From an optimization exercise on the open Yosys and OpenROAD flow, aimed at small area and a short achievable clock period; shortcuts taken in it are not production practice. Only simulation tests tie the RTL to the original design; equivalence was not proved.

**design/flow/config.mk**
```make
export PLATFORM = sky130hd
export DESIGN_NAME = xgmii_rx_top
export DESIGN_NICKNAME = xgmii_rx_top
export VERILOG_FILES = /design/flow/design.v
export SDC_FILE = /design/flow/constraint.sdc
export NUM_CORES = 4
export LEC_CHECK = 0
export CAP_MARGIN = 20
export CORE_MARGIN = 2
export CORE_UTILIZATION = 40
export SETUP_SLACK_MARGIN = 0.2
export SLEW_MARGIN = 20
```
**design/flow/constraint.sdc**
```tcl
create_clock -name core_clock -period 9.0 [get_ports {clk}]
set_input_delay 1.8000 -clock core_clock [delete_from_list [all_inputs] [get_ports {clk}]]
set_output_delay 1.8000 -clock core_clock [all_outputs]
set_load 0.01 [all_outputs]
```
**design/flow/design.v**
```verilog
package xgmii_rx_pkg;
    localparam int DATA_W = 64;
    localparam int CTRL_W = 8;
    typedef logic [DATA_W-1:0] xgmii_data_t;
    typedef logic [CTRL_W-1:0] xgmii_ctrl_t;
    typedef logic [CTRL_W-1:0] keep_t;
    typedef logic [2:0]        lane_t;
    typedef logic [31:0]       crc_t;
    localparam logic [7:0] XGMII_START = 8'hFB;
    localparam logic [7:0] XGMII_TERM  = 8'hFD;
    localparam logic [7:0] XGMII_IDLE  = 8'h07;
    localparam logic [55:0] PREAMBLE_TAIL = 56'hD5_5555_5555_5555;
    localparam crc_t CRC_PRESET = 32'hFFFF_FFFF;
    localparam crc_t CRC_POLY   = 32'h04C1_1DB7;
    typedef enum logic [1:0] {
        IDLE = 2'd0,
        DATA = 2'd1,
        FIN  = 2'd2
    } rx_state_e;
endpackage
`timescale 1ns/100ps
import xgmii_rx_pkg::*;
module xgmii_term_decode (
    input  logic [63:0] xgmii_d_i,
    input  logic [7:0] xgmii_c_i,
    output logic                      sof_o,
    output logic                      data_word_o,
    output logic                      term_o,
    output logic [2:0]       term_lane_o,
    output logic                      term_char_ok_o,
    output logic                      bad_ctrl_o
);
    logic [7:0] term_byte;
    assign sof_o = (xgmii_c_i == 8'h01)
                && (xgmii_d_i[7:0] == XGMII_START)
                && (xgmii_d_i[63:8] == PREAMBLE_TAIL);
    assign data_word_o = (xgmii_c_i == '0);
    always_comb begin
        term_o      = 1'b1;
        term_lane_o = 3'd0;
        case (xgmii_c_i)
            8'hFF: term_lane_o = 3'd0;
            8'hFE: term_lane_o = 3'd1;
            8'hFC: term_lane_o = 3'd2;
            8'hF8: term_lane_o = 3'd3;
            8'hF0: term_lane_o = 3'd4;
            8'hE0: term_lane_o = 3'd5;
            8'hC0: term_lane_o = 3'd6;
            8'h80: term_lane_o = 3'd7;
            default: term_o = 1'b0;
        endcase
    end
    assign term_byte = xgmii_d_i[8*term_lane_o +: 8];
    assign term_char_ok_o = term_o && (term_byte == XGMII_TERM);
    assign bad_ctrl_o = !data_word_o && !term_o;
endmodule
`timescale 1ns/100ps
import xgmii_rx_pkg::*;
module xgmii_crc_engine (
    input  logic                      clk,
    input  logic                      inv_aresetn,
    input  logic [63:0] data_i,
    input  logic                      clear_i,
    input  logic                      advance_i,
    input  logic                      term_i,
    input  logic [2:0]       term_lane_i,
    input  logic                      fin_i,
    output logic                      fcs_ok_o
);
    function automatic logic [31:0] crc_bytes(logic [31:0] crc_in, logic [63:0] data, int n);
        logic [31:0] crc;
        logic fb;
        crc = crc_in;
        for (int b = 0; b < 8; b++) begin
            if (b < n) begin
                for (int i = 0; i < 8; i++) begin
                    fb  = crc[31] ^ data[8*b+i];
                    crc = {crc[30:0], 1'b0} ^ (fb ? 32'h04C1_1DB7 : 32'h0);
                end
            end
        end
        crc_bytes = crc;
    endfunction
    function automatic logic [31:0] fcs_of(logic [31:0] crc);
        logic [31:0] rev;
        for (int i = 0; i < 32; i++) begin
            rev[i] = crc[31-i];
        end
        fcs_of = ~rev;
    endfunction
    logic [31:0]        crc_q;
    logic [31:0]        crc4_q;
    logic [31:0]        crc5_q;
    logic [31:0]        crc6_q;
    logic [31:0]        crc7_q;
    logic [63:0] prev_q;
    logic [31:0]        fin_crc_q;
    logic [31:0]        fin_fcs_q;
    logic [31:0]        rx_fcs;
    logic [31:0]        part_crc;
    logic        term_ok;
    always_ff @(posedge clk) begin
        if (inv_aresetn) begin
            crc_q <= CRC_PRESET;
        end else if (clear_i) begin
            crc_q <= CRC_PRESET;
        end else if (advance_i) begin
            crc_q <= crc_bytes(crc_q, data_i, 8);
        end
    end
    always_ff @(posedge clk) begin
        prev_q <= data_i;
        if (advance_i) begin
            crc4_q <= crc_bytes(crc_q, data_i, 4);
            crc5_q <= crc_bytes(crc_q, data_i, 5);
            crc6_q <= crc_bytes(crc_q, data_i, 6);
            crc7_q <= crc_bytes(crc_q, data_i, 7);
        end
    end
    always_comb begin
        case (term_lane_i)
            3'd0: begin
                rx_fcs   = prev_q[63:32];
                part_crc = crc4_q;
            end
            3'd1: begin
                rx_fcs   = {data_i[7:0], prev_q[63:40]};
                part_crc = crc5_q;
            end
            3'd2: begin
                rx_fcs   = {data_i[15:0], prev_q[63:48]};
                part_crc = crc6_q;
            end
            3'd3: begin
                rx_fcs   = {data_i[23:0], prev_q[63:56]};
                part_crc = crc7_q;
            end
            default: begin
                rx_fcs   = data_i[31:0];
                part_crc = crc_q;
            end
        endcase
    end
    always_comb begin
        term_ok = (fcs_of(part_crc) == rx_fcs);
    end
    always_ff @(posedge clk) begin
        if (term_i) begin
            fin_crc_q <= crc_bytes(crc_q, data_i, int'(term_lane_i) - 4);
            case (term_lane_i)
                3'd5:    fin_fcs_q <= data_i[39:8];
                3'd6:    fin_fcs_q <= data_i[47:16];
                default: fin_fcs_q <= data_i[55:24];
            endcase
        end
    end
    always_comb begin
        fcs_ok_o = fin_i ? (fcs_of(fin_crc_q) == fin_fcs_q) : (term_i && term_ok);
    end
endmodule
`timescale 1ns/100ps
import xgmii_rx_pkg::*;
module xgmii_rx_fsm (
    input  logic                clk,
    input  logic                inv_aresetn,
    input  logic                sof_i,
    input  logic                data_word_i,
    input  logic                term_i,
    input  logic [2:0] term_lane_i,
    input  logic                term_char_ok_i,
    input  logic                bad_ctrl_i,
    input  logic                fcs_ok_i,
    output logic                crc_clear_o,
    output logic                crc_advance_o,
    output logic                crc_fin_o,
    output logic                beat_valid_o,
    output logic                beat_last_o,
    output logic [7:0] beat_keep_o,
    output logic                beat_good_o,
    output logic                beat_hold_o
);
    logic [1:0] state_q;
    logic [1:0] state_d;
    logic      have_prev_q;
    logic [7:0]     fin_keep_q;
    logic      fin_tchar_q;
    logic      late_term;
    logic [7:0]     term_keep;
    logic [7:0]     late_keep;
    assign late_term = term_lane_i[2] && (term_lane_i[1:0] != 2'd0);
    assign term_keep = 8'(8'hFF >> (4 - int'(term_lane_i)));
    assign late_keep = 8'(8'hFF >> (12 - int'(term_lane_i)));
    always_ff @(posedge clk) begin
        if (inv_aresetn) begin
            state_q     <= IDLE;
            have_prev_q <= 1'b0;
        end else begin
            state_q     <= state_d;
            have_prev_q <= (state_q == DATA);
        end
    end
    always_ff @(posedge clk) begin
        if (term_i) begin
            fin_keep_q  <= late_keep;
            fin_tchar_q <= term_char_ok_i;
        end
    end
    always_comb begin
        state_d       = state_q;
        crc_clear_o   = 1'b0;
        crc_advance_o = 1'b0;
        crc_fin_o     = 1'b0;
        beat_valid_o  = 1'b0;
        beat_last_o   = 1'b0;
        beat_keep_o   = 8'hFF;
        beat_good_o   = 1'b0;
        beat_hold_o   = 1'b0;
        case (state_q)
            IDLE: begin
                if (sof_i) begin
                    crc_clear_o = 1'b1;
                    state_d     = DATA;
                end
            end
            DATA: begin
                beat_hold_o = 1'b1;
                if (data_word_i) begin
                    crc_advance_o = 1'b1;
                    beat_valid_o  = have_prev_q;
                end else if (term_i && !late_term) begin
                    beat_valid_o = have_prev_q;
                    beat_last_o  = 1'b1;
                    beat_keep_o  = term_keep;
                    beat_good_o  = fcs_ok_i && term_char_ok_i;
                    state_d      = IDLE;
                end else if (term_i) begin
                    beat_valid_o = have_prev_q;
                    state_d      = FIN;
                end else if (bad_ctrl_i) begin
                    beat_valid_o = have_prev_q;
                    beat_last_o  = 1'b1;
                    state_d      = IDLE;
                end
            end
            FIN: begin
                beat_hold_o  = 1'b1;
                crc_fin_o    = 1'b1;
                beat_valid_o = 1'b1;
                beat_last_o  = 1'b1;
                beat_keep_o  = fin_keep_q;
                beat_good_o  = fcs_ok_i && fin_tchar_q;
                state_d      = IDLE;
            end
            default: begin
                state_d = IDLE;
            end
        endcase
    end
endmodule
`timescale 1ns/100ps
import xgmii_rx_pkg::*;
module axis_rx_stage (
    input  logic                      clk,
    input  logic                      inv_aresetn,
    input  logic [63:0] xgmii_d_i,
    input  logic                      beat_hold_i,
    input  logic                      beat_valid_i,
    input  logic                      beat_last_i,
    input  logic [7:0]       beat_keep_i,
    input  logic                      beat_good_i,
    output logic [63:0] tdata_o,
    output logic [7:0]       tkeep_o,
    output logic                      tvalid_o,
    output logic                      tlast_o,
    output logic                      tuser_o
);
    logic [63:0] d_q;
    logic [63:0] beat_data;
    always_ff @(posedge clk) begin
        d_q <= xgmii_d_i;
    end
    assign beat_data = beat_hold_i ? d_q : xgmii_d_i;
    always_ff @(posedge clk) begin
        if (inv_aresetn) begin
            tvalid_o <= 1'b0;
            tlast_o  <= 1'b0;
            tuser_o  <= 1'b0;
        end else begin
            tvalid_o <= beat_valid_i;
            tlast_o  <= beat_valid_i && beat_last_i;
            tuser_o  <= beat_valid_i && beat_last_i && beat_good_i;
        end
    end
    always_ff @(posedge clk) begin
        if (beat_valid_i) begin
            tdata_o <= beat_data;
            tkeep_o <= beat_keep_i;
        end
    end
endmodule
`timescale 1ns/100ps
module rx_frame_counter #(
    parameter int STAT_W = 32
) (
    input  logic              clk,
    input  logic              inv_aresetn,
    input  logic              tvalid_i,
    input  logic              tlast_i,
    input  logic              tuser_i,
    output logic [STAT_W-1:0] good_frames_o,
    output logic [STAT_W-1:0] bad_frames_o
);
    always_ff @(posedge clk) begin
        if (inv_aresetn) begin
            good_frames_o <= '0;
            bad_frames_o  <= '0;
        end else if (tvalid_i && tlast_i) begin
            if (tuser_i) begin
                good_frames_o <= good_frames_o + 1'b1;
            end else begin
                bad_frames_o <= bad_frames_o + 1'b1;
            end
        end
    end
endmodule
`timescale 1ns/100ps
import xgmii_rx_pkg::*;
module xgmii_rx_top #(
    parameter int STAT_W = 32
) (
    input  logic                      clk,
    input  logic                      inv_aresetn,
    input  logic [63:0] xgmii_d_i,
    input  logic [7:0] xgmii_c_i,
    output logic [63:0] tdata_o,
    output logic [7:0]       tkeep_o,
    output logic                      tvalid_o,
    output logic                      tlast_o,
    output logic                      tuser_o,
    output logic [STAT_W-1:0]         good_frames_o,
    output logic [STAT_W-1:0]         bad_frames_o
);
    logic  sof;
    logic  data_word;
    logic  term;
    logic [2:0] term_lane;
    logic  term_char_ok;
    logic  bad_ctrl;
    logic  crc_clear;
    logic  crc_advance;
    logic  crc_fin;
    logic  fcs_ok;
    logic  beat_valid;
    logic  beat_last;
    logic [7:0] beat_keep;
    logic  beat_good;
    logic  beat_hold;
    xgmii_term_decode u_decode (
        .xgmii_d_i      (xgmii_d_i),
        .xgmii_c_i      (xgmii_c_i),
        .sof_o          (sof),
        .data_word_o    (data_word),
        .term_o         (term),
        .term_lane_o    (term_lane),
        .term_char_ok_o (term_char_ok),
        .bad_ctrl_o     (bad_ctrl)
    );
    xgmii_crc_engine u_crc (
        .clk         (clk),
        .inv_aresetn (inv_aresetn),
        .data_i      (xgmii_d_i),
        .clear_i     (crc_clear),
        .advance_i   (crc_advance),
        .term_i      (term),
        .term_lane_i (term_lane),
        .fin_i       (crc_fin),
        .fcs_ok_o    (fcs_ok)
    );
    xgmii_rx_fsm u_fsm (
        .clk            (clk),
        .inv_aresetn    (inv_aresetn),
        .sof_i          (sof),
        .data_word_i    (data_word),
        .term_i         (term),
        .term_lane_i    (term_lane),
        .term_char_ok_i (term_char_ok),
        .bad_ctrl_i     (bad_ctrl),
        .fcs_ok_i       (fcs_ok),
        .crc_clear_o    (crc_clear),
        .crc_advance_o  (crc_advance),
        .crc_fin_o      (crc_fin),
        .beat_valid_o   (beat_valid),
        .beat_last_o    (beat_last),
        .beat_keep_o    (beat_keep),
        .beat_good_o    (beat_good),
        .beat_hold_o    (beat_hold)
    );
    axis_rx_stage u_stage (
        .clk          (clk),
        .inv_aresetn  (inv_aresetn),
        .xgmii_d_i    (xgmii_d_i),
        .beat_hold_i  (beat_hold),
        .beat_valid_i (beat_valid),
        .beat_last_i  (beat_last),
        .beat_keep_i  (beat_keep),
        .beat_good_i  (beat_good),
        .tdata_o      (tdata_o),
        .tkeep_o      (tkeep_o),
        .tvalid_o     (tvalid_o),
        .tlast_o      (tlast_o),
        .tuser_o      (tuser_o)
    );
    rx_frame_counter #(
        .STAT_W (STAT_W)
    ) u_stats (
        .clk           (clk),
        .inv_aresetn   (inv_aresetn),
        .tvalid_i      (tvalid_o),
        .tlast_i       (tlast_o),
        .tuser_i       (tuser_o),
        .good_frames_o (good_frames_o),
        .bad_frames_o  (bad_frames_o)
    );
endmodule
```
**design/flow/run.sh**
```bash
#!/bin/bash
# synth_recipe.tcl (not shown) runs the flow's synth.tcl, then flattens the netlist and writes it again
# the make line also repeats each setting of config.mk as NAME=value (left out here)
make -C /OpenROAD-flow-scripts/flow DESIGN_CONFIG=/design/flow/config.mk WORK_HOME=/design/flow/orfs CLKGATE_MAP_FILE= SYNTH_SCRIPT=/design/flow/synth_recipe.tcl finish
```
==> impl_results.md <==
* Tcrit/Tclk final at 0.931
* Fin. Hold Viols at 0
* Clock Path Buffers at 3
* WS Path Type: primary input to flop
* Final core utilization at 0.486
* Minimum clock period at roughly 8.4 ns
* Vias at 20800
* CP startpoint kind: primary input
* Post-Syn Area at 28600 sq um
* Unrepaired setup endpoints after global routing: no
* Area of the multi-input gates at between 15000 and 20000 sq um
* Crit-path max cell delay at about 0.84 ns
* Core Rows at just under 100
* Pins over their slew limit at 0
* Register-to-Register Path Depth at 16
* Via/cell ratio at about 5.6
* Layout cell share with drive strength beyond 1 at 0.152
* Initial core utilization at 0.402
* Register area at 11500 sq um
* Pre-CTS WS at -0.329 ns
* Ys flop type: edfxtp_1
* Chip Width at 271 um
* N_diodes at 0
* Slew headroom at 0.248
* Core Box Area at slightly above 70000 sq um
* Post-synth EDFFs at around 270
* CTS tree: built
* Cell variety after synth at approximately 60
* Die ar. at about 74000 sq um
* Yosys top cell by area: edfxtp_1
* Gate Count Post-Synth at between 2000 and 2500
* Die H at between 200 and 300 um
* Critical path's most frequent cell: xnor3_2
* Asr flop ratio synth at 0
* Synth warn at 5
* Worst Max-Slew Pin Slew at approximately 1.1 ns
* WHS at approximately 0.51 ns
* Worst Hold End: u_stats.good_frames_o[30]
* Num CTS Buffers at 50
* Worst setup margin at 0.621 ns
* Iter 0 DRT Violations at roughly 2400
* Routed WL at ~110000 um
* Required time of the critical path at between 9 and 10 ns
* Placer Congestion at slightly below 1
* Worst hold path type: flop to flop
* Final ANT Viol Nets at 0
* DP HPWL at around 83000 um
* Later-pin clock latency in the skew report at approximately 0.62 ns
* First-pass GRT wire length at 150000 um
* Worst-path cell chain: clkdlybuf4s50_1 -> xor2_4 -> xnor3_2 -> xor2_2 -> buf_4 -> xnor2_4 -> xnor3_2 -> xnor3_4 -> xnor3_1 -> buf_4 -> xor3_2 -> xnor3_2 -> xnor3_2 -> xnor2_4 -> xor2_1 -> and3_1 -> nor3_1
* R2R Path Start: u_crc.crc_q[22]
* Initial antenna violation count at 4
* DRT Pass-1 Iters at 6
* Area Overhead vs Synth at 21.0%
* Slowest CP cell: clkdlybuf4s50_1
* Synth top area share at 0.287
* Post-synthesis area per instance at between 10 and 15 sq um
* Worst path top cell family by delay: XOR/XNOR gates
* CP bufs+invs at 3
* Final layout net count at 2800
* Net Count, Synth at approximately 2500
* Cts repair resizes at 0
* Arrival time at the worst endpoint at around 8.9 ns
* Worst-path clk slew at 0.06 ns
* Origin of the worst min-delay path: u_stats.good_frames_o[30]
* F_max at 119 MHz
* CTS H-Tree Depth at 2
* Total congestion overflow at 0
* # DRC at 0
* Routed length per instance at around 28 um
* Final setup fails at 0
* Via count of the first global-routing pass at just over 20000
* GRT Overall Usage at 0.281
* Setup_tns at 0 ns
* CTS sink cnt at roughly 440
* Reg2reg end: u_crc.crc_q[13]
* Clk_skew at 0.0500 ns
* Hold_buf cts at 0
* Setup bufs post-CTS at 0
* Fill count at between 6000 and 7000
* Max-cap violations at 0
* Buffers on Ports at approximately 210
* CP endpoint kind: flop
* Ports at 213
* Clk root buf: clkbuf_16
* Worst-path fanout max at 9
* Register area share after synthesis at 0.403
* Synth Register Bits at between 400 and 500
* Top post-synthesis cells by area: edfxtp_1 (29%), xnor2_1 (13%), dfxtp_1 (12%)
* Largest net degree at the start of global routing at 78
* Hold depth at 2
* Worst R2R Setup Slack at 1.96 ns
* Status: no timing/DRC/antenna violations
cells in the mapped netlist, drive strengths merged (2+ instances only):
| cell type | number |
|---|---|
| xnor2 | 465 |
| edfxtp | 273 |
| xor2 | 251 |
| nand2 | 187 |
| dfxtp | 166 |
| nor2 | 140 |
| xnor3 | 136 |
| clkbuf | 95 |
| o21ai | 83 |
| mux2 | 73 |
| a21oi | 68 |
| a22o | 41 |
| a221oi | 38 |
| a22oi | 38 |
| buf | 33 |
| and3 | 31 |
| inv | 30 |
| nand3 | 30 |
| nand4 | 29 |
| mux2i | 25 |
| nor4 | 25 |
| xor3 | 23 |
| a222oi | 22 |
| nor3 | 19 |
| a31oi | 15 |
| ha | 12 |
| o211ai | 12 |
| a32oi | 7 |
| or3 | 7 |
| nor2b | 6 |
| and4 | 5 |
| nand2b | 4 |
| nor4bb | 3 |
| a2111oi | 2 |
| a41o | 2 |
| a41oi | 2 |
| and2 | 2 |
| or2 | 2 |
metal layers:
layer / wire, um / GRT usage / up-vias
li1: - / - / 9173
met1: 43800 / 0.379 / 10300
met2: 47900 / 0.445 / 1087
met4: 5260 / 0.123 / 2
met3: 8490 / 0.0491 / 240
met5: 16 / 0 / -
final cells by class:
cell class / instances / share of cell area
Multi-Input combinational cell: 1816 / 0.478
Sequential cell: 439 / 0.333
Clock buffer: 65 / 0.0394
Clock inverter: 29 / 0.0140
Tap cell: 950 / 0.0344
Inverter: 30 / 0.00333
Timing Repair Buffer: 377 / 0.0974
how the worst max path moves through the flow:
stage	from	end	slack, ns	cells past startpoint
after floorplan	xgmii_d_i[5]	u_crc.crc_q[15]	0.82	17
after global placement	xgmii_d_i[4]	u_crc.crc_q[13]	-0.30	18
after detailed placement	xgmii_d_i[4]	u_crc.crc_q[21]	-0.33	19
after CTS	xgmii_d_i[4]	u_crc.crc_q[15]	0.27	18
after global routing	xgmii_c_i[7]	u_crc.fin_crc_q[10]	0.27	22
final	xgmii_d_i[0]	u_crc.crc_q[13]	0.62	17
state kept, by name, summed over array words and instances, names as in the netlist, 32 cells and up:
signal and cells:
u_crc.crc4_q 32, u_crc.crc5_q 32, u_crc.crc6_q 32, u_crc.crc7_q 32
u_crc.crc_q 32, u_crc.fin_crc_q 32, u_crc.fin_fcs_q 32, u_crc.prev_q 64
u_stage.tdata_o 64, u_stats.bad_frames_o 32, u_stats.good_frames_o 32
metrics by stage:
stage | cells | instance area [sq um]
after floorplan | 2413 | 28600
after global placement | 3612 | 32700
after detailed placement | 3612 | 32700
after CTS | 3706 | 34500
after global routing | 3706 | 34600
final | 3706 | 34600
cell usage in the layout, fill, tap and decap left out, types with 8 or more instances in the layout:
| master | netlist | final |
|---|---|---|
| a221oi_1 | 38 | 38 |
| nor2_1 | 140 | 139 |
| xor3_1 | 19 | 19 |
| xnor3_2 | 16 | 16 |
| edfxtp_1 | 273 | 273 |
| nor4_1 | 25 | 25 |
| and3_1 | 31 | 31 |
| nand3_1 | 30 | 29 |
| xor2_4 | 10 | 10 |
| a222oi_1 | 22 | 22 |
| xnor2_1 | 424 | 420 |
| o21ai_1 | 9 | 8 |
| xnor3_1 | 118 | 118 |
| a22o_1 | 41 | 41 |
| xnor2_4 | 17 | 18 |
| a22oi_1 | 38 | 38 |
| a31oi_1 | 15 | 15 |
| nand2_1 | 187 | 187 |
| xnor2_2 | 24 | 27 |
| mux2_2 | 73 | 73 |
| a21oi_1 | 68 | 68 |
| bufinv_16 | 0 | 10 |
| nor3_1 | 19 | 19 |
| mux2i_1 | 25 | 25 |
| inv_1 | 30 | 29 |
| clkbuf_1 | 95 | 9 |
| clkdlybuf4s50_1 | 0 | 211 |
| clkbuf_16 | 0 | 50 |
| o211ai_1 | 12 | 12 |
| xor2_1 | 234 | 234 |
| buf_4 | 4 | 164 |
| nand4_1 | 29 | 29 |
| o21ai_0 | 74 | 74 |
| dfxtp_1 | 166 | 166 |
logic make-up after synthesis:
kind of cell / share of synthesized area
xor+xnor: 0.373
simple gates: 0.0785
flops: 0.403
compound gates: 0.0809
buf+inv: 0.0219
mux: 0.0375
fa+ha+maj: 0.00525
worst min-delay path, cell delays in order (launching register included):
cell	delay, ns
dfxtp_1	0.33
o21ai_0	0.08
a21oi_1	0.06

==> afterwards: timing with drivers on the ports <==
The flow's constraints put no driver on any port. The routed layout listed below was extracted and timed again, unchanged, in two steps. Step 1 assumes that a clkbuf_16 drives the clock port and a buf_2 every other input. Step 2, shift: input delay + t, output delay - t, t = (earliest + latest rising clock arrival at the registers) / 2. This alone moves slack from input paths to output paths. Slacks: no drivers / after step 1 / after step 2; pairs: no drivers / after step 1.
shift t [ns]: 0.661
slack for setup (ns): 0.621 / 0.655 / -0.007
worst slew at a driven data input, ns: 0.05
cell pins on the clock port's net: 1
With both steps, setup timing fails in this run, where it was met with ideal ports. For this run, drivers alone change the setup slack by +0.034 ns; drivers and shift together by -0.628 ns.
